What follows belongs to an exercise in optimizing a design on an open flow for small area, a short achievable clock period and few clock cycles per item; a production flow would make more cautious choices.
Function was checked by simulation only, so behaviour that the tests miss may differ from the original.

===== flow/run.sh =====
#!/bin/bash
# synth_recipe.tcl (not shown) runs the flow's synth.tcl, then flattens the netlist and writes it again
# the make line also repeats each setting of config.mk as NAME=value (left out here)
make -C /OpenROAD-flow-scripts/flow DESIGN_CONFIG=/design/flow/config.mk WORK_HOME=/design/flow/orfs CLKGATE_MAP_FILE= SYNTH_SCRIPT=/design/flow/synth_recipe.tcl finish

===== flow/config.mk =====
export PLATFORM = sky130hd
export DESIGN_NAME = fixed_point_alu
export DESIGN_NICKNAME = fixed_point_alu
export VERILOG_FILES = /design/flow/design.v
export SDC_FILE = /design/flow/constraint.sdc
export NUM_CORES = 4
export LEC_CHECK = 0
export CAP_MARGIN = 20
export CORE_MARGIN = 2
export CORE_UTILIZATION = 45
export PLACE_DENSITY = 0.6
export SLEW_MARGIN = 20
export TNS_END_PERCENT = 10

===== flow/constraint.sdc =====
create_clock -name core_clock -period 12.0 [get_ports {clk_i}]
set_input_delay 2.4000 -clock core_clock [delete_from_list [all_inputs] [get_ports {clk_i}]]
set_output_delay 2.4000 -clock core_clock [all_outputs]
set_load 0.01 [all_outputs]

===== flow/design.v =====
package fap_pkg;
  localparam int unsigned FractionBitsDef = 14;
  localparam int unsigned DataW = 32;
  localparam int unsigned CmdW = 4;
  typedef enum logic [CmdW-1:0] {
    CmdToFix = 4'd0,
    CmdTrunc = 4'd1,
    CmdRound = 4'd2,
    CmdAddFF = 4'd3,
    CmdSubFF = 4'd4,
    CmdAddFI = 4'd5,
    CmdSubFI = 4'd6,
    CmdMulFF = 4'd7,
    CmdMulFI = 4'd8,
    CmdDivFF = 4'd9,
    CmdDivFI = 4'd10
  } cmd_e;
  typedef struct packed {
    logic [DataW-1:0] res;
    logic             ovf;
    logic             dz;
    logic             is_div;
    logic             neg;
  } carry_t;
endpackage
module fixed_point_alu #(
  parameter int unsigned FRACTION_BITS = fap_pkg::FractionBitsDef
) (
  input  logic                       clk_i,
  input  logic                       rst_ni,
  input  logic                       in_valid_i,
  output logic                       in_ready_o,
  input  logic [fap_pkg::CmdW-1:0]   in_cmd_i,
  input  logic [fap_pkg::DataW-1:0]  in_operand_a_i,
  input  logic [fap_pkg::DataW-1:0]  in_operand_b_i,
  output logic                       out_valid_o,
  input  logic                       out_ready_i,
  output logic [fap_pkg::DataW-1:0]  out_result_o,
  output logic                       out_overflow_o,
  output logic                       out_divide_by_zero_o
);
  localparam int unsigned FB = FRACTION_BITS;
  logic        busy_q, rvalid_q;
  logic        first_q;                        
  logic        m_simple_q, m_mul_q, m_last_q, m_dabs_q, m_dstep_q, m_dfin_q;
  logic [31:0] a_q, b_q;
  logic [33:0] r_q;
  logic [5:0]  cnt_q;
  logic        neg_q, stk_q, ff_q;
  logic        xa_q, xah_q, xr_q, yb_q, y2b_q, ya_q, yinv_q, cin_q;
  logic        f1_q, f2_q, f2z_q, dz_q, tofix_ovf_q;
  logic en, accept, exec;
  assign en = !rvalid_q || out_ready_i;
  assign in_ready_o = !busy_q || m_dfin_q || m_last_q;
  assign accept     = in_valid_i && in_ready_o;
  assign exec       = busy_q && (!first_q || en);
  function automatic logic [2:0] booth(input logic [2:0] t);   
    unique case (t)
      3'b000, 3'b111: booth = 3'b000;
      3'b001, 3'b010: booth = 3'b010;
      3'b011:         booth = 3'b001;
      3'b100:         booth = 3'b101;
      default:        booth = 3'b110;   
    endcase
  endfunction
  logic [33:0] x, y, s;
  logic        fbit, hi_phase;
  assign hi_phase = cnt_q[5];         
  assign fbit     = !hi_phase && a_q[31];
  always_comb begin
    x = ({34{xa_q}}  & {{2{a_q[31]}}, a_q})
      | ({34{xah_q}} & {{16{a_q[31]}}, a_q[31:FB]})
      | ({34{xr_q}}  & r_q)
      | ({34{m_dstep_q}} & {r_q[32:0], fbit});
    y = (({34{yb_q}}  & {{2{b_q[31]}}, b_q})
      |  ({34{y2b_q}} & {b_q[31], b_q, 1'b0})
      |  ({34{ya_q}}  & {2'b0, a_q})) ^ {34{yinv_q}};
  end
  assign s = x + y + {33'b0, cin_q};
  logic [31:0] td;
  logic        skip4, skip16, ok4, ok16, room4, room16;
  logic [5:0]  n_steps;
  assign n_steps = ff_q ? 6'd46 : 6'd32;
  always_comb begin
    logic [31:0] dest;
    dest = b_q ^ {32{b_q[31]}};
    td[31] = dest[31];
    for (int j = 30; j >= 0; j--) td[j] = td[j+1] | dest[j];
  end
  always_comb begin
    ok4 = td[4] && !r_q[33];
    ok16 = td[16] && !r_q[33];
    for (int j = 0; j < 33; j++) begin
      if (j + 5 > 31)  ok4  = ok4  & !r_q[j];
      else             ok4  = ok4  & !(r_q[j] & !td[j+5]);
      if (j + 17 > 31) ok16 = ok16 & !r_q[j];
      else             ok16 = ok16 & !(r_q[j] & !td[j+17]);
    end
    room4  = hi_phase ? (cnt_q + 6'd4  <= n_steps) : (cnt_q <= 6'd28);
    room16 = hi_phase ? (cnt_q + 6'd16 <= n_steps) : (cnt_q <= 6'd16);
    skip16 = room16 && ok16;
    skip4  = room4 && ok4;
  end
  function automatic logic nonuni(input logic [33:0] v, input int lo);
    logic a1, a0;
    a1 = 1'b1; a0 = 1'b1;
    for (int j = 0; j < 34; j++)
      if (j >= lo) begin
        a1 = a1 & v[j];
        a0 = a0 & !v[j];
      end
    nonuni = !(a1 || a0);
  endfunction
  logic [31:0] a_d;
  logic [33:0] r_d;
  logic [5:0]  cnt_d;
  logic        neg_d, stk_d, busy_d, rvalid_d, first_d;
  logic        m_simple_d, m_mul_d, m_last_d, m_dabs_d, m_dstep_d, m_dfin_d;
  logic        xa_d, xah_d, xr_d, yb_d, y2b_d, ya_d, yinv_d, cin_d;
  logic [2:0]  bth;
  always_comb begin
    a_d = a_q; r_d = r_q; cnt_d = cnt_q; neg_d = neg_q; stk_d = stk_q;
    busy_d = busy_q; first_d = first_q;
    m_simple_d = m_simple_q; m_mul_d = m_mul_q; m_last_d = m_last_q;
    m_dabs_d = m_dabs_q; m_dstep_d = m_dstep_q; m_dfin_d = m_dfin_q;
    xa_d = xa_q; xah_d = xah_q; xr_d = xr_q; yb_d = yb_q; y2b_d = y2b_q; ya_d = ya_q;
    yinv_d = yinv_q; cin_d = cin_q;
    rvalid_d = rvalid_q && !out_ready_i;
    bth = booth(a_q[3:1]);
    if (exec) begin
      first_d = 1'b0;
      if (m_simple_q) begin
        if (dz_q)       r_d = {1'b1, 33'b0};
        else if (f2z_q) r_d = {1'b0, tofix_ovf_q, s[17:0], {FB{1'b0}}};
        else if (f2_q)  r_d = {1'b0, nonuni(s, 17), s[17:0], a_q[FB-1:0]};
        else if (f1_q)  r_d = {1'b0, nonuni(s, 31), s[31:0]};
        else            r_d = '0;
        rvalid_d = 1'b1;
        busy_d   = 1'b0;
        m_simple_d = 1'b0;
      end else if (m_mul_q) begin
        a_d   = {s[1:0], a_q[31:2]};
        cnt_d = cnt_q + 6'd1;
        if (m_last_q) begin
          if (ff_q) r_d = {1'b0, nonuni(s, 15), s[15:0], a_q[31:16]};
          else      r_d = {1'b0, nonuni(s, 1), s[1:0], a_q[31:2]};
          rvalid_d = 1'b1;
          busy_d   = 1'b0;
          m_mul_d  = 1'b0;
          m_last_d = 1'b0;
        end else begin
          r_d = {s[33], s[33], s[33:2]};
          m_last_d = (cnt_q == 6'd14);
          xr_d = 1'b1;
          {yinv_d, yb_d, y2b_d} = bth;
          cin_d = bth[2];
        end
      end else if (m_dabs_q) begin
        a_d   = s[31:0];
        r_d   = '0;
        cnt_d = '0;
        neg_d = a_q[31] ^ b_q[31];
        stk_d = 1'b0;
        m_dabs_d  = 1'b0;
        m_dstep_d = 1'b1;
        ya_d = 1'b0; yb_d = 1'b1;
        yinv_d = !b_q[31]; cin_d = !b_q[31];    
      end else if (m_dstep_q) begin
        if (skip16) begin
          r_d   = {2'b0, r_q[15:0], hi_phase ? 16'b0 : a_q[31:16]};
          a_d   = {a_q[15:0], 16'b0};
          stk_d = stk_q || (hi_phase && (|a_q[31:16]));
          cnt_d = cnt_q + 6'd16;
        end else if (skip4) begin
          r_d   = {2'b0, r_q[27:0], hi_phase ? 4'b0 : a_q[31:28]};
          a_d   = {a_q[27:0], 4'b0};
          stk_d = stk_q || (hi_phase && (|a_q[31:28]));
          cnt_d = cnt_q + 6'd4;
        end else begin
          r_d   = s;
          a_d   = {a_q[30:0], !s[33]};
          stk_d = stk_q || (hi_phase && a_q[31]);
          cnt_d = cnt_q + 6'd1;
        end
        if (cnt_d == n_steps) begin
          m_dstep_d = 1'b0;
          m_dfin_d  = 1'b1;
          ya_d = 1'b1; yb_d = 1'b0;
          yinv_d = neg_q; cin_d = neg_q;
        end else begin
          yinv_d = (s[33] && !skip16 && !skip4) ^ !b_q[31];
          cin_d  = yinv_d;
        end
      end else if (m_dfin_q) begin
        r_d      = {1'b0, stk_q || (a_q[31] && (!neg_q || (|a_q[30:0]))), s[31:0]};
        rvalid_d = 1'b1;
        busy_d   = 1'b0;
        m_dfin_d = 1'b0;
      end
    end
    if (accept) begin
      logic [2:0] b0;
      b0 = booth({in_operand_a_i[1:0], 1'b0});
      busy_d  = 1'b1;
      first_d = 1'b1;
      cnt_d   = '0;
      m_simple_d = 1'b0; m_mul_d = 1'b0; m_last_d = 1'b0;
      m_dabs_d = 1'b0; m_dstep_d = 1'b0; m_dfin_d = 1'b0;
      xa_d = 1'b0; xah_d = 1'b0; xr_d = 1'b0; yb_d = 1'b0; y2b_d = 1'b0; ya_d = 1'b0;
      yinv_d = 1'b0; cin_d = 1'b0;
      unique case (in_cmd_i)
        fap_pkg::CmdToFix: begin m_simple_d = 1'b1; yb_d = 1'b1; end
        fap_pkg::CmdTrunc: begin m_simple_d = 1'b1; xah_d = 1'b1;
          cin_d = in_operand_a_i[31] && (|in_operand_a_i[FB-1:0]); end
        fap_pkg::CmdRound: begin m_simple_d = 1'b1; xah_d = 1'b1;
          cin_d = in_operand_a_i[FB-1] && (!in_operand_a_i[31] || (|in_operand_a_i[FB-2:0])); end
        fap_pkg::CmdAddFF: begin m_simple_d = 1'b1; xa_d = 1'b1; yb_d = 1'b1; end
        fap_pkg::CmdSubFF: begin m_simple_d = 1'b1; xa_d = 1'b1; yb_d = 1'b1;
          yinv_d = 1'b1; cin_d = 1'b1; end
        fap_pkg::CmdAddFI: begin m_simple_d = 1'b1; xah_d = 1'b1; yb_d = 1'b1; end
        fap_pkg::CmdSubFI: begin m_simple_d = 1'b1; xah_d = 1'b1; yb_d = 1'b1;
          yinv_d = 1'b1; cin_d = 1'b1; end
        fap_pkg::CmdMulFF, fap_pkg::CmdMulFI: begin
          m_mul_d = 1'b1;
          {yinv_d, yb_d, y2b_d} = b0;
          cin_d = b0[2];
        end
        fap_pkg::CmdDivFF, fap_pkg::CmdDivFI: begin
          if (in_operand_b_i == '0) m_simple_d = 1'b1;
          else begin
            m_dabs_d = 1'b1;
            ya_d = 1'b1; yinv_d = in_operand_a_i[31]; cin_d = in_operand_a_i[31];
          end
        end
        default: m_simple_d = 1'b1;
      endcase
    end else if (!busy_d) begin
      xa_d = 1'b0; xah_d = 1'b0; xr_d = 1'b0; yb_d = 1'b0; y2b_d = 1'b0; ya_d = 1'b0;
    end
  end
  always_ff @(posedge clk_i or negedge rst_ni) begin
    if (!rst_ni) begin
      busy_q     <= 1'b0;
      rvalid_q   <= 1'b0;
      m_simple_q <= 1'b0;
      m_mul_q    <= 1'b0;
      m_last_q   <= 1'b0;
      m_dabs_q   <= 1'b0;
      m_dstep_q  <= 1'b0;
      m_dfin_q   <= 1'b0;
    end else begin
      busy_q     <= busy_d;
      rvalid_q   <= rvalid_d;
      m_simple_q <= m_simple_d;
      m_mul_q    <= m_mul_d;
      m_last_q   <= m_last_d;
      m_dabs_q   <= m_dabs_d;
      m_dstep_q  <= m_dstep_d;
      m_dfin_q   <= m_dfin_d;
    end
  end
  always_ff @(posedge clk_i) begin
    first_q <= first_d;
    r_q     <= r_d;
    cnt_q   <= cnt_d;
    neg_q   <= neg_d;
    stk_q   <= stk_d;
    xa_q    <= xa_d;
    xah_q   <= xah_d;
    xr_q    <= xr_d;
    yb_q    <= yb_d;
    y2b_q   <= y2b_d;
    ya_q    <= ya_d;
    yinv_q  <= yinv_d;
    cin_q   <= cin_d;
    if (accept) begin
      a_q   <= in_operand_a_i;
      b_q   <= in_operand_b_i;
      ff_q  <= in_cmd_i[0];
      f1_q  <= (in_cmd_i == fap_pkg::CmdTrunc) || (in_cmd_i == fap_pkg::CmdRound) ||
               (in_cmd_i == fap_pkg::CmdAddFF) || (in_cmd_i == fap_pkg::CmdSubFF);
      f2_q  <= (in_cmd_i == fap_pkg::CmdAddFI) || (in_cmd_i == fap_pkg::CmdSubFI);
      f2z_q <= (in_cmd_i == fap_pkg::CmdToFix);
      dz_q  <= ((in_cmd_i == fap_pkg::CmdDivFF) || (in_cmd_i == fap_pkg::CmdDivFI)) &&
               (in_operand_b_i == '0);
      tofix_ovf_q <= !((&in_operand_b_i[31:17]) || !(|in_operand_b_i[31:17]));
    end else begin
      a_q   <= a_d;
    end
  end
  assign out_valid_o          = rvalid_q;
  assign out_result_o         = r_q[31:0];
  assign out_overflow_o       = r_q[32];
  assign out_divide_by_zero_o = r_q[33];
endmodule

==> impl_metrics.ini, run 1 <==
[outcome]
run_status = timing/DRC/antenna clean

[critical_path]
cp_slowest_cell = nor2_1
crit_path_start = ff_q$_DFFE_PP_
cp_top_family = compound AO/OA/AOI/OAI gates
path_class = flip-flop to flip-flop
critPathMaxFanout = 34
arrival_ns = 6.22
critPathBufInv = 2
path_common_cell = nor2_1
regToRegStartpoint = ff_q$_DFFE_PP_
slowest_delay_ns = 0.93
critPathLaunchType = flip-flop
cp.required_ns = 12.16
crit_chain = buf_4 > clkinv_1 > ha_1 > nor2b_1 > o21a_1 > o22ai_1 > a21oi_1 > a2111oi_2 > o21a_1 > nor2_1 > nor2_1 > nor2_1 > a222oi_1 > o22ai_1
crit_path_end_kind = flip-flop

[clock_tree]
cts_buffer_depth = 2
cts_buffers = 17
root_buffer = clkbuf_16
cts_tree = yes
path_clk_slew_ns = 0.07
cts_resized = 0
worstSkewPairLatency_ns = 0.44
clock-sinks = 129
hold_buffers = 0
htreeDepth = 4
cts_setup_buffers = 0

[synth]
syn-cell-area_um2 = 13100
yosys_warnings = 1
synth_edf_count = 113
synthTopCellsByArea = edfxtp_1, a22oi_1, nand2_1
synth_cells = 1634
async_flop_share_pct = 6.20
yosysTopAreaCell = edfxtp_1
ys_seq_area_share_pct = 28.7
synth_seq_cells = 129
yosys.area.top_type_share_pct = 25.9
synth_area_per_cell_um2 = 8.00
synthFlopType = edfxtp_1
yosysUniqueCellTypes = 92
syn_nets = 1754

[global_routing]
grt_max_degree = 79
grt_overflow = 0
grt_pass1_wl_mm = 90.2
globalRouteTotalUtil_pct = 39.7
antenna_found_initial = 2
grt_pass1_vias = 13400

[floorplan]
core_area_um2 = 28600
die-area_um2 = 30400
rows = 62
chipHeight_um = 174
initial_core_util_pct = 45.7
die_w_um = 174
ios = 108

[routing]
drt_iter0_markers = 2436
avgViaCountPerCell = 7.13
drcViolationCount = 0
wire_per_inst_um = 30.0
wl_mm = 61.5
ant_nets = 0
drtPass1Iterations = 9
via_count = 14600

[sta]
setup_tns_ns = 0
setup_viol = 0
slew_headroom_pct = 22.9
skew_ns = 0.0126
grt_setup_unrepaired = no
slew_viol_final = 0
timing_hold_violations_final = 0
fin_crit_ns = 6.06
post-route-period-util_pct = 50.5
max_freq_ghz = 0.165
tightest_slew_ns = 1.15

[place]
gp_congestion = 1.05
port_buffers = 107
hpwl_mm = 43.5

[worst_hold_path]
hold_class = flip-flop to flip-flop
hold_start = first_q$_SDFFE_PP1P_

[layout]
fin_nets = 1771
drive_gt1_share_pct = 7.51
syn2layout_area_growth_pct = 14.7
insertedDiodeCount = 0

[run]
cap_violations = 0
[cell type report]
type                       instances  area, um2
tap                              384        480
fill                            2704      13600
multi-input combinational       1307       8600
sequential                       129       3750
inverter                          36        135
clock buffer                      17        425
timing repair buffer             160       1480
clock inverter                    15        134
[metal layers]
metal / track usage (%) / wire length [um] / vias up
li1: - / - / 6357
met4: 20.8 / 3750 / 2
met3: 10.8 / 7640 / 244
met5: 0 / 13 / -
met1: 53.6 / 24400 / 6907
met2: 57.7 / 25700 / 1082
[final timing paths]
| path | end | slack (ns) | cells past startpoint |
|---|---|---|---|
| setup / recovery | r_q[22]$_DFFE_PP_ | 5.94 | 14 |
| min in group asynchronous | busy_q$_DFF_PN0_ | 2.27 | 1 |
| setup reg to reg | r_q[22]$_DFFE_PP_ | 5.94 | 14 |
| hold / removal | first_q$_SDFFE_PP1P_ | 0.45 | 2 |
| hold reg to reg | first_q$_SDFFE_PP1P_ | 0.45 | 2 |
| max in group asynchronous | m_dstep_q$_DFFE_PN0P_ | 9.42 | 1 |
[cell usage in the layout, fill, tap and decap left out, types with 26 or more instances in the layout]
cell type        instances
a222oi_1                35
nor3_1                  31
o21ai_0                109
nand3_1                 51
nand2_1                154
o211ai_1                26
ha_1                    46
xnor2_1                 62
a22oi_1                 91
mux2i_1                 50
edfxtp_1               113
clkdlybuf4s50_1        107
buf_4                   52
a211oi_1                38
nor4_1                  27
inv_1                   32
a21oi_1                104
nor2_1                 130
o22ai_1                 61
[logic make-up (layout without fill, tap and decap cells)]
family	after synthesis	count (layout)	share of synthesized area, %
compound gates	616	616	32.4
flops	129	129	28.7
xor+xnor	76	76	5.26
buf+inv	198	228	5.77
mux	61	61	4.77
fa+ha+maj	48	48	4.71
simple gates	506	506	18.4
[cell usage after synthesis (all sizes together), types with 13 or more instances]
master    n
nand4    16
a31oi    19
edfxtp  113
nand2b   15
nor3     31
o211ai   26
a222oi   35
mux2i    50
and3     14
buf      23
xnor2    63
clkbuf  139
a211oi   39
nand2   154
a21oi   107
nor4     27
o22ai    62
xor2     13
a21o     13
o21ai   118
a221oi   16
inv      33
a22oi    91
ha       46
nor2b    19
nor2    131
nand3    51
[worst register-to-register path, cell delays in order, from the launching register on]
cell,delay (ns)
edfxtp_1,0.32
buf_4,0.48
clkinv_1,0.53
ha_1,0.48
nor2b_1,0.14
o21a_1,0.16
o22ai_1,0.14
a21oi_1,0.10
a2111oi_2,0.37
o21a_1,0.84
nor2_1,0.40
nor2_1,0.93
nor2_1,0.33
a222oi_1,0.46
o22ai_1,0.12
[sequential cells by signal, indices dropped and copies added, names as in the netlist, 6 cells and up]
register / flops
r_q: 34
cnt_q: 6
a_q: 32
b_q: 32
[metrics by stage]
stage	cells	setup WS, ns	hold WS, ns	area (um2)	util, %
floorplan	1634	7.09	0.423	13100	-
global placement	2015	6.33	0.438	14400	50.4
detailed placement	2015	6.18	0.438	14400	50.4
CTS	2047	6.15	0.449	15000	52.4
global route	2048	5.57	0.475	15000	52.4
finish	2048	5.94	0.450	15000	52.4
Testbench counts, summed over its fixed seeds: cycles 115,704, items 16,000.
==> run 2, diff against run 1 <==
--- a/flow/design.v
+++ b/flow/design.v
@@ -46,6 +46,6 @@
   logic [31:0] a_q, b_q;
   logic [33:0] r_q;
-  logic [5:0]  cnt_q;
-  logic        neg_q, stk_q, ff_q;
+  logic [5:0]  cnt_q;                          
+  logic        neg_q, stk_q, ff_q, hi_q, pb_q;   
   logic        xa_q, xah_q, xr_q, yb_q, y2b_q, ya_q, yinv_q, cin_q;
   logic        f1_q, f2_q, f2z_q, dz_q, tofix_ovf_q;
@@ -66,5 +66,5 @@
   logic [33:0] x, y, s;
   logic        fbit, hi_phase;
-  assign hi_phase = cnt_q[5];         
+  assign hi_phase = hi_q;             
   assign fbit     = !hi_phase && a_q[31];
   always_comb begin
@@ -80,6 +80,4 @@
   logic [31:0] td;
   logic        skip4, skip16, ok4, ok16, room4, room16;
-  logic [5:0]  n_steps;
-  assign n_steps = ff_q ? 6'd46 : 6'd32;
   always_comb begin
     logic [31:0] dest;
@@ -97,6 +95,6 @@
       else             ok16 = ok16 & !(r_q[j] & !td[j+17]);
     end
-    room4  = hi_phase ? (cnt_q + 6'd4  <= n_steps) : (cnt_q <= 6'd28);
-    room16 = hi_phase ? (cnt_q + 6'd16 <= n_steps) : (cnt_q <= 6'd16);
+    room4  = |cnt_q[5:2];
+    room16 = |cnt_q[5:4];
     skip16 = room16 && ok16;
     skip4  = room4 && ok4;
@@ -115,10 +113,12 @@
   logic [33:0] r_d;
   logic [5:0]  cnt_d;
-  logic        neg_d, stk_d, busy_d, rvalid_d, first_d;
+  logic        neg_d, stk_d, busy_d, rvalid_d, first_d, hi_d, pb_d;
+  logic        mskip;
+  assign mskip = xr_q && (cnt_q <= 6'd9) && ((&{a_q[11:0], pb_q}) || !(|{a_q[11:0], pb_q}));
   logic        m_simple_d, m_mul_d, m_last_d, m_dabs_d, m_dstep_d, m_dfin_d;
   logic        xa_d, xah_d, xr_d, yb_d, y2b_d, ya_d, yinv_d, cin_d;
   logic [2:0]  bth;
   always_comb begin
-    a_d = a_q; r_d = r_q; cnt_d = cnt_q; neg_d = neg_q; stk_d = stk_q;
+    a_d = a_q; r_d = r_q; cnt_d = cnt_q; neg_d = neg_q; stk_d = stk_q; hi_d = hi_q; pb_d = pb_q;
     busy_d = busy_q; first_d = first_q;
     m_simple_d = m_simple_q; m_mul_d = m_mul_q; m_last_d = m_last_q;
@@ -139,6 +139,15 @@
         busy_d   = 1'b0;
         m_simple_d = 1'b0;
+      end else if (m_mul_q && mskip) begin
+        r_d   = {{12{r_q[33]}}, r_q[33:12]};
+        a_d   = {r_q[11:0], a_q[31:12]};
+        pb_d  = a_q[11];
+        cnt_d = cnt_q + 6'd6;
+        m_last_d = (cnt_q == 6'd9);
+        {yinv_d, yb_d, y2b_d} = booth(a_q[13:11]);
+        cin_d = yinv_d;
       end else if (m_mul_q) begin
         a_d   = {s[1:0], a_q[31:2]};
+        pb_d  = a_q[1];
         cnt_d = cnt_q + 6'd1;
         if (m_last_q) begin
@@ -159,5 +168,6 @@
         a_d   = s[31:0];
         r_d   = '0;
-        cnt_d = '0;
+        cnt_d = 6'd32;
+        hi_d  = 1'b0;
         neg_d = a_q[31] ^ b_q[31];
         stk_d = 1'b0;
@@ -171,17 +181,21 @@
           a_d   = {a_q[15:0], 16'b0};
           stk_d = stk_q || (hi_phase && (|a_q[31:16]));
-          cnt_d = cnt_q + 6'd16;
+          cnt_d = cnt_q - 6'd16;
         end else if (skip4) begin
           r_d   = {2'b0, r_q[27:0], hi_phase ? 4'b0 : a_q[31:28]};
           a_d   = {a_q[27:0], 4'b0};
           stk_d = stk_q || (hi_phase && (|a_q[31:28]));
-          cnt_d = cnt_q + 6'd4;
+          cnt_d = cnt_q - 6'd4;
         end else begin
           r_d   = s;
           a_d   = {a_q[30:0], !s[33]};
           stk_d = stk_q || (hi_phase && a_q[31]);
-          cnt_d = cnt_q + 6'd1;
+          cnt_d = cnt_q - 6'd1;
         end
-        if (cnt_d == n_steps) begin
+        if (cnt_d == '0 && ff_q && !hi_q) begin
+          cnt_d = 6'd14;
+          hi_d  = 1'b1;
+        end
+        if (cnt_d == '0) begin
           m_dstep_d = 1'b0;
           m_dfin_d  = 1'b1;
@@ -205,4 +219,5 @@
       first_d = 1'b1;
       cnt_d   = '0;
+      pb_d    = 1'b0;
       m_simple_d = 1'b0; m_mul_d = 1'b0; m_last_d = 1'b0;
       m_dabs_d = 1'b0; m_dstep_d = 1'b0; m_dfin_d = 1'b0;
@@ -266,4 +281,6 @@
     neg_q   <= neg_d;
     stk_q   <= stk_d;
+    hi_q    <= hi_d;
+    pb_q    <= pb_d;
     xa_q    <= xa_d;
     xah_q   <= xah_d;
==> impl_metrics.ini, run 2 <==
[outcome]
run_status = timing/DRC/antenna clean

[layout]
largest_reg_flops = 34
fill_cells = 2974
layout_commonest_cell = nand2_1
reg_top3 = r_q (34), a_q (32), b_q (32)
seq_area_um2 = 3810
fin_nets = 1924
syn2layout_area_growth_pct = 13.4
mostFrequentLayoutCells = nand2_1, a21oi_1, nor2_1, edfxtp_1, clkdlybuf4s50_1
largest-register = r_q
drive_gt1_share_pct = 7.86
insertedDiodeCount = 0
fin_cells = 2216
multi_input_area_um2 = 9520

[critical_path]
critPathLaunchType = flip-flop
cp_slowest_cell = edfxtp_1
cp.required_ns = 12.20
critPathMaxFanout = 32
crit_path_end_kind = flip-flop
arrival_ns = 5.54
slowest_delay_ns = 1.03
crit_chain = a22oi_1 > xnor2_1 > fa_1 > inv_1 > fa_1 > nor2b_1 > o31a_1 > o211ai_1 > a211oi_1 > o31ai_1 > a21oi_1 > xor2_1 > o2111a_1 > nand4_1 > a41oi_1 > o311ai_1
path_common_cell = fa_1
path_class = flip-flop to flip-flop

[sta]
fin_crit_ns = 5.33
slew_headroom_pct = 25.4
grt_setup_unrepaired = no
slew_viol_final = 0
max_freq_ghz = 0.187
post-route-period-util_pct = 44.5
setup_viol = 0
setup_tns_ns = 0
fin_ws_ns = 6.67
skew_ns = 0.0152
tightest_slew_ns = 1.12
timing_hold_violations_final = 0

[synth]
synth_cells = 1806
yosysTopAreaCell = edfxtp_1
yosysUniqueCellTypes = 87
async_flop_share_pct = 6.11
yosys_warnings = 1
synth_commonest_cells = nand2_1, a21oi_1, nor2_1, clkbuf_1, edfxtp_1
synth_seq_cells = 131
syn-cell-area_um2 = 14200
yosys.area.top_type_share_pct = 24.2
synth_edf_count = 114
synth_most_common_cell = nand2_1
ys_seq_area_share_pct = 26.9
synthFlopType = edfxtp_1
synth_area_per_cell_um2 = 7.84
synthTopCellsByArea = edfxtp_1, a21oi_1, nand2_1
syn_nets = 1923

[global_routing]
globalRouteTotalUtil_pct = 40.4
grt_pass1_vias = 14800
grt_pass1_wl_mm = 99.0
antenna_found_initial = 1
grt_overflow = 0
grt_max_degree = 75

[floorplan]
die-area_um2 = 32900
ios = 108
initial_core_util_pct = 45.9
core_area_um2 = 30800
rows = 64
chipHeight_um = 181
die_w_um = 181

[routing]
via_count = 16500
avgViaCountPerCell = 7.42
wire_per_inst_um = 30.9
drt_iter0_markers = 3080
drtPass1Iterations = 10
ant_nets = 0
wl_mm = 68.5
drcViolationCount = 0

[place]
pre_cts_ws_ns = 6.74
port_buffers = 107
gp_congestion = 1.04
placed_cells = 2183
hpwl_mm = 47.1

[clock_tree]
cts_setup_buffers = 0
cts_tree = yes
path_clk_slew_ns = 0.07
cts_resized = 0
clock-sinks = 131
htreeDepth = 4
root_buffer = clkbuf_16
worstSkewPairLatency_ns = 0.46
cts_buffer_depth = 2
hold_buffers = 0
cts_buffers = 17

[run]
cap_violations = 0

[worst_hold_path]
hold_class = flip-flop to flip-flop
## run 2: cell types whose count changed after synthesis, moves of 14 or more
| cell | change |
|---|---|
| a21oi_1 | +54 |
| nor3_1 | +24 |
| o32ai_1 | +14 |
| nor2b_1 | +26 |
| nand2_1 | +15 |
| nor2_1 | +20 |
| a221oi_1 | +16 |
| o22ai_1 | -51 |
| mux2i_1 | -16 |
## run 2: worst max-delay path: cells and delay by family, from the launching register on
| family | cells | cell delay [ns] |
|---|---|---|
| buf+inv | 1 | 0.07 |
| simple gates | 2 | 0.26 |
| xor+xnor | 2 | 0.78 |
| fa+ha+maj | 2 | 0.68 |
| compound gates | 9 | 2.25 |
| flops | 1 | 1.03 |
## run 2: layout make-up
cell class / instances / share of cell area, %
multi-input cells: 1456 / 59.3
flip-flops and latches: 131 / 23.7
repair buffers: 164 / 9.38
well taps: 396 / 3.08
clock buffers: 17 / 2.65
clock inverters: 15 / 1.06
inverters: 37 / 0.865
## run 2: cell families after synthesis
group | Yosys count | share of synthesized area [%]
mux | 54 | 4.02
compound gates | 658 | 32.8
flops | 131 | 26.9
fa+ha+maj | 45 | 4.08
simple gates | 631 | 21.9
xor+xnor | 68 | 4.21
buf+inv | 219 | 6.16
## run 2: path summary, 6_finish.rpt
path                                            from              endpoint  slack, ns  depth (start not counted)
worst max-delay path                  ya_q$_DFFE_PP_     r_q[32]$_DFFE_PP_       6.67                         16
worst min-delay path            first_q$_SDFFE_PP1P_  first_q$_SDFFE_PP1P_       0.46                          2
worst max register to register        ya_q$_DFFE_PP_     r_q[32]$_DFFE_PP_       6.67                         16
worst min register to register  first_q$_SDFFE_PP1P_  first_q$_SDFFE_PP1P_       0.46                          2
max in group asynchronous                     rst_ni   m_mul_q$_DFFE_PN0P_       9.35                          1
min in group asynchronous                     rst_ni  m_dfin_q$_DFFE_PN0P_       2.28                          1
## run 2: through the flow
stage	util [%]	hold slack, ns	area [um2]
after CTS	52.0	0.457	16000
after global placement	50.1	0.433	15400
after detailed placement	50.1	0.447	15400
after global routing	52.1	0.493	16100
final	52.1	0.462	16100
after floorplan	-	0.423	14200
## run 2: routing by layer
| layer | GRT usage [%] | wire length, um |
|---|---|---|
| met5 | 0 | 18 |
| met4 | 23.1 | 4670 |
| met3 | 11.0 | 9330 |
| met2 | 58.8 | 28200 |
| met1 | 54.0 | 26300 |
Testbench counts of run 2, summed over its fixed seeds: cycles 104,734, items 16,000.
==> run 3, diff against run 2 <==
==> flow/flow/run.sh (new file) <==
#!/bin/bash
set -euo pipefail
bash standard.sh SETUP_SLACK_MARGIN=7.5 finish > make_finish.log 2>&1
==> flow/standard.sh (new file) <==
#!/bin/bash
# synth_recipe.tcl (not shown) runs the flow's synth.tcl, then flattens the netlist and writes it again
# the make line also repeats each setting of config.mk as NAME=value (left out here)
make -C /OpenROAD-flow-scripts/flow DESIGN_CONFIG=/design/flow/config.mk WORK_HOME=/design/flow/orfs CLKGATE_MAP_FILE= SYNTH_SCRIPT=/design/flow/synth_recipe.tcl "${@:-finish}"
removed: flow/run.sh
==> impl_metrics.ini, run 3 <==
[routing]
wl_met3_mm = 10.2
drcViolationCount = 0
drt_iter0_markers = 3233
route.met2.wl_mm = 29.1
met1Wirelength_mm = 26.5
routed.top_layer = met5
wl_mm = 71.5
drtPass1Iterations = 10
ant_nets = 0
avgViaCountPerCell = 7.35
via_count = 16700
wire_per_inst_um = 31.4

[critical_path]
r2r_cells = 15
regToRegStartpoint = a_q[0]$_DFFE_PP_
path_class = flip-flop to flip-flop
cp_top_family = compound AO/OA/AOI/OAI gates
critPathMaxFanout = 4
r2r_setup_slack_ns = 7.36
arrival_ns = 4.84
cp_slowest_cell = or4_4
rr_endpoint = r_q[32]$_DFFE_PP_
slowest_delay_ns = 0.55
cp.required_ns = 12.20
critPathLaunchType = flip-flop
crit_chain = a222oi_1 > o21ai_1 > fa_2 > buf_6 > a211oi_4 > o211ai_4 > a2111oi_4 > o31ai_2 > a21oi_2 > xnor2_4 > or4_4 > nor4b_4 > nand4_1 > a41oi_2 > o311ai_1
critPathBufInv = 1
crit_path_end_kind = flip-flop

[sta]
fin_crit_ns = 4.64
setup_tns_ns = 0
max_freq_ghz = 0.215
post-route-period-util_pct = 38.7
slew_headroom_pct = 20.2
slew_viol_final = 0
fin_ws_ns = 7.36
skew_ns = 0.0142
setup_viol = 0
grt_setup_unrepaired = yes
tightest_slew_ns = 1.19
timing_hold_violations_final = 0

[global_routing]
globalRouteTotalUtil_pct = 42.1
grt_overflow = 0
grt_pass1_wl_mm = 103
grt_pass1_vias = 15200
grt_max_degree = 61
antenna_found_initial = 5

[clock_tree]
worstSkewPairLatency_ns = 0.46
htreeDepth = 4
cts_buffers = 17
path_clk_slew_ns = 0.07
cts_tree = yes
hold_buffers = 0
cts_buffer_depth = 2
clock-sinks = 131
root_buffer = clkbuf_16

[synth]
synthFlopType = edfxtp_1
syn-cell-area_um2 = 14200
async_flop_share_pct = 6.11
synth_commonest_cells = nand2_1, a21oi_1, nor2_1, clkbuf_1, edfxtp_1
yosysTopAreaCell = edfxtp_1
yosysUniqueCellTypes = 87
synth_most_common_cell = nand2_1
synthTopCellsByArea = edfxtp_1, a21oi_1, nand2_1
yosys_warnings = 1
yosys.area.top_type_share_pct = 24.2
synth_seq_cells = 131
synth_area_per_cell_um2 = 7.84
syn_nets = 1923
synth_cells = 1806
ys_seq_area_share_pct = 26.9
synth_edf_count = 114

[layout]
largest_reg_flops = 34
largest-register = r_q
mostFrequentLayoutCells = nand2_1, a21oi_1, nor2_1, edfxtp_1, clkdlybuf4s50_1
fin_nets = 1978
fill_cells = 2895
reg_top3 = r_q (34), a_q (32), b_q (32)
layout_commonest_cell = nand2_1
drive_gt1_share_pct = 13.7
syn2layout_area_growth_pct = 19.6

[place]
port_buffers = 107
pre_cts_ws_ns = 6.75
hpwl_mm = 47.0
gp_congestion = 1.00

[floorplan]
rows = 64
initial_core_util_pct = 45.9
chipHeight_um = 181
ios = 108
die-area_um2 = 32900
die_w_um = 181
core_area_um2 = 30800

[worst_hold_path]
hold_start = first_q$_SDFFE_PP1P_
hold_end = first_q$_SDFFE_PP1P_
hold_class = flip-flop to flip-flop
hold_depth = 2

[run]
cap_violations = 0

[outcome]
run_status = timing/DRC/antenna clean
[run 3: how the worst max path moves through the flow]
stage / from / end / cells past startpoint
floorplan: in_valid_i / a_q[0]$_DFFE_PP_ / 5
global placement: in_valid_i / ya_q$_DFFE_PP_ / 8
detailed placement: xa_q$_SDFFCE_PN0N_ / r_q[32]$_DFFE_PP_ / 16
CTS: a_q[14]$_DFFE_PP_ / r_q[32]$_DFFE_PP_ / 17
global route: a_q[0]$_DFFE_PP_ / r_q[32]$_DFFE_PP_ / 15
finish: a_q[0]$_DFFE_PP_ / r_q[32]$_DFFE_PP_ / 15
[run 3: cell families after synthesis]
logic type / after synthesis / synth area share (%)
AOI/OAI and AO/OA: 658 / 32.8
and+or+nand+nor: 631 / 21.9
buffers and inverters: 219 / 6.16
DFF: 131 / 26.9
xor gates and xnor gates: 68 / 4.21
muxes: 54 / 4.02
adders and majority gates: 45 / 4.08
[run 3: metal layers]
layer  vias to the layer above  GRT usage (%)
met3                       354           14.2
met1                      7847           53.9
li1                       7100              -
met5                         -              0
met2                      1398           60.0
met4                         2           27.9
[run 3: worst register-to-register path: stages, from the launching register on]
cell and delay (ns):
edfxtp_1 0.53, a222oi_1 0.37, o21ai_1 0.15, fa_2 0.45, buf_6 0.14, a211oi_4 0.28
o211ai_4 0.17, a2111oi_4 0.45, o31ai_2 0.16, a21oi_2 0.26, xnor2_4 0.11, or4_4 0.55
nor4b_4 0.30, nand4_1 0.13, a41oi_2 0.22, o311ai_1 0.12
[run 3: metrics by stage]
step           util, %  cells  area (um2)  hold WS (ns)
6_report          55.0   2273       16900         0.447
5_1_grt           55.0   2272       16900         0.466
4_1_cts           53.3   2247       16400         0.448
3_5_place_dp      50.2   2188       15500         0.438
3_3_place_gp      50.2   2188       15500         0.433
2_1_floorplan        -   1806       14200         0.423
[run 3: what timing repair did]
action                                  4_1_cts  5_1_grt
endpoints found under the setup margin       40       23
endpoints found under the hold margin         0        0
buffers inserted                             27       23
pin swaps                                    14       52
gates resized for setup                      41       64
[run 3: final cells by class]
class	instances	area [um2]	area share [%]
multi-input cells	1456	9990	58.9
well taps	396	495	2.92
clock inverters	12	90.1	0.532
flip-flops and latches	131	3810	22.5
inverters	37	139	0.820
repair buffers	218	1980	11.7
diodes	3	7.51	0.0443
clock buffers	20	437	2.58
==> run 4, diff against run 3 <==
--- a/flow/config.mk
+++ b/flow/config.mk
@@ -7,4 +7,6 @@
 export LEC_CHECK = 0
 export CAP_MARGIN = 20
+export CELL_PAD_IN_SITES_DETAIL_PLACEMENT = 1
+export CELL_PAD_IN_SITES_GLOBAL_PLACEMENT = 2
 export CORE_MARGIN = 2
 export CORE_UTILIZATION = 45
==> impl_metrics.ini, run 4 <==
[floorplan]
die-area_um2 = 32900
die_w_um = 181
ios = 108
initial_core_util_pct = 45.9
rows = 64
core_area_um2 = 30800
chipHeight_um = 181

[layout]
syn2layout_area_growth_pct = 18.4
reg_top3 = r_q (34), a_q (32), b_q (32)
drive_gt1_share_pct = 12.3
fin_nets = 1977
mostFrequentLayoutCells = nand2_1, a21oi_1, nor2_1, edfxtp_1, clkdlybuf4s50_1
final_cell_area_um2 = 16800
insertedDiodeCount = 0
layout_commonest_cell = nand2_1
largest_reg_flops = 34
largest-register = r_q

[synth]
ys_seq_area_share_pct = 26.9
yosys_warnings = 1
synth_seq_cells = 131
yosysUniqueCellTypes = 87
synth_cells = 1806
async_flop_share_pct = 6.11
synthTopCellsByArea = edfxtp_1, a21oi_1, nand2_1
yosys.area.top_type_share_pct = 24.2
yosysTopAreaCell = edfxtp_1
syn-cell-area_um2 = 14200
synth_commonest_cells = nand2_1, a21oi_1, nor2_1, clkbuf_1, edfxtp_1
synth_edf_count = 114
syn_nets = 1923
synth_area_per_cell_um2 = 7.84
synth_most_common_cell = nand2_1
synthFlopType = edfxtp_1

[global_routing]
grt_pass1_vias = 16600
antenna_found_initial = 3
grt_max_degree = 84
grt_overflow = 0
globalRouteTotalUtil_pct = 45.5
grt_pass1_wl_mm = 111

[clock_tree]
cts_buffer_depth = 2
root_buffer = clkbuf_16
worstSkewPairLatency_ns = 0.47
path_clk_slew_ns = 0.09
cts_tree = yes
clock-sinks = 131
cts_buffers = 17
htreeDepth = 4

[routing]
ant_nets = 0
wl_mm = 76.2
wire_per_inst_um = 33.6
avgViaCountPerCell = 7.54
via_count = 17100
drcViolationCount = 0
drtPass1Iterations = 9
drt_iter0_markers = 2609

[place]
hpwl_mm = 50.8
gp_congestion = 1.00
post_dp_cell_area_um2 = 15500
port_buffers = 107

[sta]
setup_tns_ns = 0
tightest_slew_ns = 1.26
post-route-period-util_pct = 40.2
skew_ns = 0.0288
slew_viol_final = 0
slew_headroom_pct = 15.5
setup_viol = 0
fin_crit_ns = 4.83
hold-worst-slack_ns = 0.445
max_freq_ghz = 0.207
timing_hold_violations_final = 0
grt_setup_unrepaired = yes

[critical_path]
crit_path_end_kind = flip-flop
r2r_cells = 17
critPathLaunchType = flip-flop
path_class = flip-flop to flip-flop
critPathMaxFanout = 5
cp.required_ns = 12.21
arrival_ns = 5.04

[worst_hold_path]
hold_class = flip-flop to flip-flop
hold_depth = 2

[outcome]
run_status = timing/DRC/antenna clean

[run]
cap_violations = 0
## run 4: timing repair
item / in CTS / in global routing
gates resized for setup: 21 / 47
hold buffers: 0 / 0
setup buffers: 29 / 14
setup endpoints to repair: 32 / 37
pin swaps: 10 / 35
## run 4: metal layers
layer  GRT usage, %  up-vias  routed length, um
li1               -     7079                  -
met1           57.2     8299              28500
met2           66.9     1323              31900
met3           14.6      407               9530
met4           29.8        4               6290
met5              0        -                 30
## run 4: layout make-up
type	instances	area, um2
tap	396	495
inverter	37	139
clock inverter	12	115
clock buffer	19	433
sequential	131	3800
multi-input combinational	1456	9830
fill	3718	14100
timing repair buffer	217	1950
## run 4: final timing paths
| path | from | end | slack (ns) |
|---|---|---|---|
| worst max-delay path | a_q[0]$_DFFE_PP_ | r_q[32]$_DFFE_PP_ | 7.17 |
| min in group asynchronous | rst_ni | m_simple_q$_DFFE_PN0N_ | 2.25 |
| worst min register to register | first_q$_SDFFE_PP1P_ | first_q$_SDFFE_PP1P_ | 0.44 |
| worst max register to register | a_q[0]$_DFFE_PP_ | r_q[32]$_DFFE_PP_ | 7.17 |
| max in group asynchronous | rst_ni | m_mul_q$_DFFE_PN0P_ | 9.42 |
| worst min-delay path | first_q$_SDFFE_PP1P_ | first_q$_SDFFE_PP1P_ | 0.44 |
## run 4: cells by family (layout without fill, tap and decap cells)
| kind of cell | count (synthesis) | after routing | share of synthesized area (%) |
|---|---|---|---|
| DFF | 131 | 131 | 26.9 |
| buffers and inverters | 219 | 285 | 6.16 |
| and+or+nand+nor | 631 | 631 | 21.9 |
| AOI/OAI and AO/OA | 658 | 658 | 32.8 |
| adders and majority gates | 45 | 45 | 4.08 |
| xor gates and xnor gates | 68 | 68 | 4.21 |
| muxes | 54 | 54 | 4.02 |
## run 4: per-stage QoR
step	util [%]	instances	setup slack, ns
2_1_floorplan	-	1806	7.35
3_5_place_dp	50.4	2194	6.72
3_3_place_gp	50.4	2194	6.81
5_1_grt	54.4	2268	7.02
4_1_cts	53.2	2254	7.30
6_report	54.4	2268	7.17
## run 4: worst max-delay path, cell delays in order, from the launching register on
cell      delay [ns]
edfxtp_1        0.56
a222oi_1        0.39
o21ai_1         0.15
fa_2            0.46
inv_2           0.08
fa_2            0.20
nor2b_1         0.06
o31a_1          0.31
o211ai_1        0.32
nand2_1         0.18
buf_4           0.18
nand2_1         0.13
xor2_2          0.43
nand4b_1        0.16
a211oi_1        0.38
nand4_1         0.21
a41oi_2         0.24
o311ai_1        0.11
==> run 5, diff against run 4 <==
==> flow/flow/run.sh (replaced) <==
#!/bin/bash
set -euo pipefail
bash standard.sh SETUP_SLACK_MARGIN=7.5 "BUFFER_PORTS_ARGS=-buffer_cell sky130_fd_sc_hd__buf_2" finish > make_finish.log 2>&1
--- a/flow/config.mk
+++ b/flow/config.mk
@@ -7,6 +7,4 @@
 export LEC_CHECK = 0
 export CAP_MARGIN = 20
-export CELL_PAD_IN_SITES_DETAIL_PLACEMENT = 1
-export CELL_PAD_IN_SITES_GLOBAL_PLACEMENT = 2
 export CORE_MARGIN = 2
 export CORE_UTILIZATION = 45
==> impl_metrics.ini, run 5 <==
[floorplan]
initial_core_util_pct = 45.9
chipHeight_um = 181
die-area_um2 = 32900
ios = 108
core_area_um2 = 30800
rows = 64
die_w_um = 181

[sta]
tightest_slew_ns = 1.17
slew_viol_final = 0
fin_ws_ns = 7.44
skew_ns = 0.0268
setup_tns_ns = 0
grt_setup_unrepaired = yes
post-route-period-util_pct = 38.0
timing_hold_violations_final = 0
fin_crit_ns = 4.56
max_freq_ghz = 0.219
setup_viol = 0
slew_headroom_pct = 21.3

[global_routing]
antenna_found_initial = 1
globalRouteTotalUtil_pct = 42.0
grt_pass1_vias = 15100
grt_overflow = 0
grt_pass1_wl_mm = 103
grt_max_degree = 76

[critical_path]
r2r_cells = 16
crit_chain = buf_12 > a222oi_1 > o21ai_1 > fa_2 > a211oi_4 > o211ai_2 > a32o_2 > buf_4 > nor2_2 > and2_1 > nand4_1 > nor3_1 > o2111a_1 > nand4_1 > a41oi_2 > o311ai_1
rr_endpoint = r_q[32]$_DFFE_PP_
path_class = flip-flop to flip-flop
critPathBufInv = 2
path_common_cell = nand4_1
critPathLaunchType = flip-flop
arrival_ns = 4.75
crit_path_end_kind = flip-flop
slowest_delay_ns = 0.59
critPathMaxFanout = 8
r2r_setup_slack_ns = 7.44
cp_slowest_cell = nor2_2
cp.required_ns = 12.19
crit_path_start = xa_q$_SDFFCE_PN0N_
cp_top_family = compound AO/OA/AOI/OAI gates
regToRegStartpoint = xa_q$_SDFFCE_PN0N_

[clock_tree]
worstSkewPairLatency_ns = 0.46
root_buffer = clkbuf_16
clock-sinks = 131
cts_buffers = 17
cts_buffer_depth = 2
cts_tree = yes
path_clk_slew_ns = 0.07
htreeDepth = 4

[place]
port_buffers = 107
gp_congestion = 1.03
hpwl_mm = 46.3
pre_cts_ws_ns = 6.82
placed_cells = 2180

[worst_hold_path]
hold_end = first_q$_SDFFE_PP1P_
hold_start = first_q$_SDFFE_PP1P_
hold_depth = 2
hold_class = flip-flop to flip-flop

[routing]
wire_per_inst_um = 31.5
drtPass1Iterations = 8
drcViolationCount = 0
avgViaCountPerCell = 7.38
drt_iter0_markers = 3076
ant_nets = 0
via_count = 16700
wl_mm = 71.3

[synth]
synthFlopType = edfxtp_1
async_flop_share_pct = 6.11
yosys.area.top_type_share_pct = 24.2
synth_edf_count = 114
syn_nets = 1923
yosysTopAreaCell = edfxtp_1
synth_commonest_cells = nand2_1, a21oi_1, nor2_1, clkbuf_1, edfxtp_1
synth_most_common_cell = nand2_1
syn-cell-area_um2 = 14200
yosysUniqueCellTypes = 87
synthTopCellsByArea = edfxtp_1, a21oi_1, nand2_1
ys_seq_area_share_pct = 26.9
synth_cells = 1806
synth_area_per_cell_um2 = 7.84
synth_seq_cells = 131
yosys_warnings = 1

[layout]
reg_top3 = r_q (34), a_q (32), b_q (32)
fin_cells = 2262
mostFrequentLayoutCells = nand2_1, a21oi_1, nor2_1, edfxtp_1, buf_2
drive_gt1_share_pct = 17.8
largest-register = r_q
insertedDiodeCount = 0
syn2layout_area_growth_pct = 15.1
largest_reg_flops = 34
layout_commonest_cell = nand2_1
fin_nets = 1971

[outcome]
run_status = timing/DRC/antenna clean

[run]
cap_violations = 0
[run 5: cell counts after synthesis]
No cell type changed its count.
[run 5: metrics by stage]
step / hold slack (ns) / utilization (%) / instance area [um2]
2_1_floorplan: 0.423 / - / 14200
3_3_place_gp: 0.435 / 48.3 / 14900
3_5_place_dp: 0.434 / 48.3 / 14900
4_1_cts: 0.443 / 52.2 / 16100
5_1_grt: 0.476 / 52.9 / 16300
6_report: 0.442 / 52.9 / 16300
[run 5: how the worst max path moves through the flow]
stage	endpoint	slack [ns]	depth (start not counted)
after floorplan	a_q[0]$_DFFE_PP_	7.35	5
after detailed placement	r_q[32]$_DFFE_PP_	6.82	16
after CTS	r_q[32]$_DFFE_PP_	7.48	17
after global placement	yb_q$_DFFE_PP_	6.87	8
final	r_q[32]$_DFFE_PP_	7.44	16
after global routing	r_q[32]$_DFFE_PP_	7.30	15
[run 5: final cells by class]
| class | instances | area (um2) |
|---|---|---|
| Clock buffer | 19 | 433 |
| Clock inverter | 12 | 188 |
| Fill cell | 2934 | 14500 |
| Inverter | 37 | 139 |
| Multi-Input combinational cell | 1456 | 9840 |
| Sequential cell | 131 | 3810 |
| Tap cell | 396 | 495 |
| Timing Repair Buffer | 211 | 1390 |
[run 5: logic make-up (layout without fill, tap and decap cells)]
logic type / count (synthesis) / in the layout / share of synthesized area, %
xor+xnor: 68 / 68 / 4.21
compound gates: 658 / 658 / 32.8
fa+ha+maj: 45 / 45 / 4.08
flops: 131 / 131 / 26.9
mux: 54 / 54 / 4.02
simple gates: 631 / 631 / 21.9
buf+inv: 219 / 279 / 6.16
[run 5: metal layers]
layer  GRT usage, %  wire length [um]  up-vias
met3           12.1              9740      375
li1               -                 -     7086
met1           55.4             26800     7823
met5              0                13        -
met2           59.4             28600     1408
met4           28.6              6090        2
[run 5: what timing repair did]
item                       in CTS  in global routing
pin swaps                      21                 17
hold buffers                    0                  0
setup buffers                  45                  5
setup endpoints to repair      24                 20
gates cloned                    1                  0
gates resized for setup        41                 25
[run 5: worst register-to-register path: stages (launching register included)]
cell	delay [ns]
edfxtp_1	0.45
buf_12	0.16
a222oi_1	0.34
o21ai_1	0.15
fa_2	0.41
a211oi_4	0.30
o211ai_2	0.20
a32o_2	0.34
buf_4	0.16
nor2_2	0.59
and2_1	0.23
nand4_1	0.09
nor3_1	0.23
o2111a_1	0.20
nand4_1	0.13
a41oi_2	0.22
o311ai_1	0.11
==> run 6, diff against run 5 <==
--- a/flow/config.mk
+++ b/flow/config.mk
@@ -9,4 +9,5 @@
 export CORE_MARGIN = 2
 export CORE_UTILIZATION = 45
+export CTS_BUF_LIST = sky130_fd_sc_hd__clkbuf_8
 export PLACE_DENSITY = 0.6
 export SLEW_MARGIN = 20
==> impl_metrics.ini, run 6 <==
[outcome]
run_status = timing/DRC/antenna clean

[sta]
timing_hold_violations_final = 0
fin_ws_ns = 7.38
setup_tns_ns = 0
hold-worst-slack_ns = 0.446
skew_ns = 0.0305
slew_viol_final = 0
fin_crit_ns = 4.62
tightest_slew_ns = 1.13
slew_headroom_pct = 24.2
max_freq_ghz = 0.216
post-route-period-util_pct = 38.5
grt_setup_unrepaired = yes
setup_viol = 0

[critical_path]
crit_path_end_kind = flip-flop
cp.required_ns = 12.24
arrival_ns = 4.86
critPathMaxFanout = 6
critPathLaunchType = flip-flop
path_class = flip-flop to flip-flop

[place]
gp_congestion = 1.03
pre_cts_ws_ns = 6.82
hpwl_mm = 46.3
placed_cells = 2180
port_buffers = 107

[synth]
async_flop_share_pct = 6.11
synth_seq_cells = 131
yosys_warnings = 1
synth_cells = 1806
ys_seq_area_share_pct = 26.9
synth_area_per_cell_um2 = 7.84
yosys.area.top_type_share_pct = 24.2
synth_most_common_cell = nand2_1
syn-cell-area_um2 = 14200
yosysTopAreaCell = edfxtp_1
yosysUniqueCellTypes = 87
synth_commonest_cells = nand2_1, a21oi_1, nor2_1, clkbuf_1, edfxtp_1
synthTopCellsByArea = edfxtp_1, a21oi_1, nand2_1
synth_edf_count = 114
synthFlopType = edfxtp_1
syn_nets = 1923

[global_routing]
globalRouteTotalUtil_pct = 42.4
use_met3_pct = 12.2
grt_pass1_vias = 15100
grt_pass1_wl_mm = 103
grt_busiest_layer = met2
grt_max_degree = 76
met1_usage_pct = 56.6
met2_usage_pct = 60.1
grt_overflow = 0
antenna_found_initial = 2

[routing]
drtPass1Iterations = 9
wl_mm = 71.6
drt_iter0_markers = 3237
ant_nets = 0
wire_per_inst_um = 31.5
avgViaCountPerCell = 7.34
drcViolationCount = 0
via_count = 16700

[floorplan]
die-area_um2 = 32900
rows = 64
ios = 108
core_area_um2 = 30800
die_w_um = 181
chipHeight_um = 181
initial_core_util_pct = 45.9

[clock_tree]
htreeDepth = 4
cts_buffers = 17
hold_buffers = 0
clock-sinks = 131
worstSkewPairLatency_ns = 0.51
root_buffer = clkbuf_8
path_clk_slew_ns = 0.09
cts_buffer_depth = 2
cts_tree = yes

[layout]
insertedDiodeCount = 0
layout_commonest_cell = nand2_1
mostFrequentLayoutCells = nand2_1, a21oi_1, nor2_1, edfxtp_1, buf_2
largest_reg_flops = 34
fin_cells = 2270
fin_util_pct = 52.6
largest-register = r_q
reg_top3 = r_q (34), a_q (32), b_q (32)
fin_nets = 1979
drive_gt1_share_pct = 18.7
syn2layout_area_growth_pct = 14.6

[worst_hold_path]
hold_class = flip-flop to flip-flop

[run]
cap_violations = 0
run 6: area by class of cell:
type                            count  area [um2]
Tap cell                          396         495
Fill cell                        2939       14600
Inverter                           37         139
Timing Repair Buffer              219        1460
Clock inverter                     14         195
Sequential cell                   131        3810
Multi-Input combinational cell   1456        9900
Clock buffer                       17         234
run 6: metal layers:
metal	wire (um)	vias up
met5	9	-
met4	5790	2
met3	9720	365
met2	29000	1404
met1	27000	7810
li1	-	7090
run 6: kinds of logic after synthesis:
| group | share of synthesized area (%) |
|---|---|
| AOI/OAI and AO/OA | 32.8 |
| adders and majority gates | 4.08 |
| DFF | 26.9 |
| xor gates and xnor gates | 4.21 |
| buffers and inverters | 6.16 |
| and+or+nand+nor | 21.9 |
| muxes | 4.02 |
run 6: critical path, stage by stage (launching register included):
cell      delay [ns]
edfxtp_1        0.61
a222oi_1        0.48
xnor2_1         0.12
ha_1            0.33
or4_1           0.64
o211ai_1        0.32
a211oi_2        0.16
o31ai_2         0.36
nand2b_1        0.23
xnor2_4         0.33
and4_1          0.28
nand4_1         0.16
a41oi_2         0.24
o311ai_1        0.11
run 6: stage by stage:
stage | instance area (um2)
2_1_floorplan | 14200
3_3_place_gp | 14900
3_5_place_dp | 14900
4_1_cts | 16000
5_1_grt | 16200
6_report | 16200
run 6: timing repair:
item / CTS / global route
buffers inserted: 48 / 10
gates resized for setup: 45 / 33
setup endpoints to repair: 23 / 58
cloned: 1 / 0
pin swaps: 24 / 20
run 6: path summary, 6_finish.rpt:
| check | from | endpoint | slack (ns) | depth (start not counted) |
|---|---|---|---|---|
| worst min-delay path | first_q$_SDFFE_PP1P_ | first_q$_SDFFE_PP1P_ | 0.45 | 2 |
| max in group asynchronous | rst_ni | m_dabs_q$_DFFE_PN0P_ | 10.04 | 1 |
| worst min register to register | first_q$_SDFFE_PP1P_ | first_q$_SDFFE_PP1P_ | 0.45 | 2 |
| min in group asynchronous | rst_ni | m_last_q$_DFFE_PN0P_ | 1.76 | 1 |
| worst max-delay path | a_q[6]$_DFFE_PP_ | r_q[32]$_DFFE_PP_ | 7.38 | 13 |
| worst max register to register | a_q[6]$_DFFE_PP_ | r_q[32]$_DFFE_PP_ | 7.38 | 13 |

## afterwards: timing with drivers on the ports
How much do the figures lean on ideal ports? The routed layouts below were timed once more, with nothing changed but the port constraints. Step 1 sets driving cells, clkbuf_16 on the clock port and buf_2 on the other inputs (assumed; they add their load-dependent delay and slew). Step 2 also shifts input and output timing later by t, the mid clock arrival at the registers, as if the neighbouring blocks saw the same clock. Three values: no drivers, after step 1, after step 2; two values: the first two.
| run | t (ns) | slack for setup (ns) | worst setup path after step 2 | worst slew at a driven data input, ns |
|---|---|---|---|---|
| run 1 | 0.481 | 5.937 / 5.937 / 5.937 | register to register | 0.04 |
| run 2 | 0.506 | 6.666 / 6.666 / 6.666 | register to register | 0.04 |
| run 3 | 0.506 | 7.358 / 7.358 / 6.977 | input to register | 0.04 |
| run 4 | 0.510 | 7.172 / 7.172 / 6.918 | input to register | 0.04 |
| run 5 | 0.506 | 7.435 / 7.435 / 7.211 | input to register | 0.04 |
| run 6 | 0.546 | 7.377 / 7.377 / 6.933 | input to register | 0.04 |
After both steps every run listed still meets setup and hold. For run 6, which loses most, drivers alone change the setup slack by 0.000 ns; drivers and shift together by -0.444 ns.
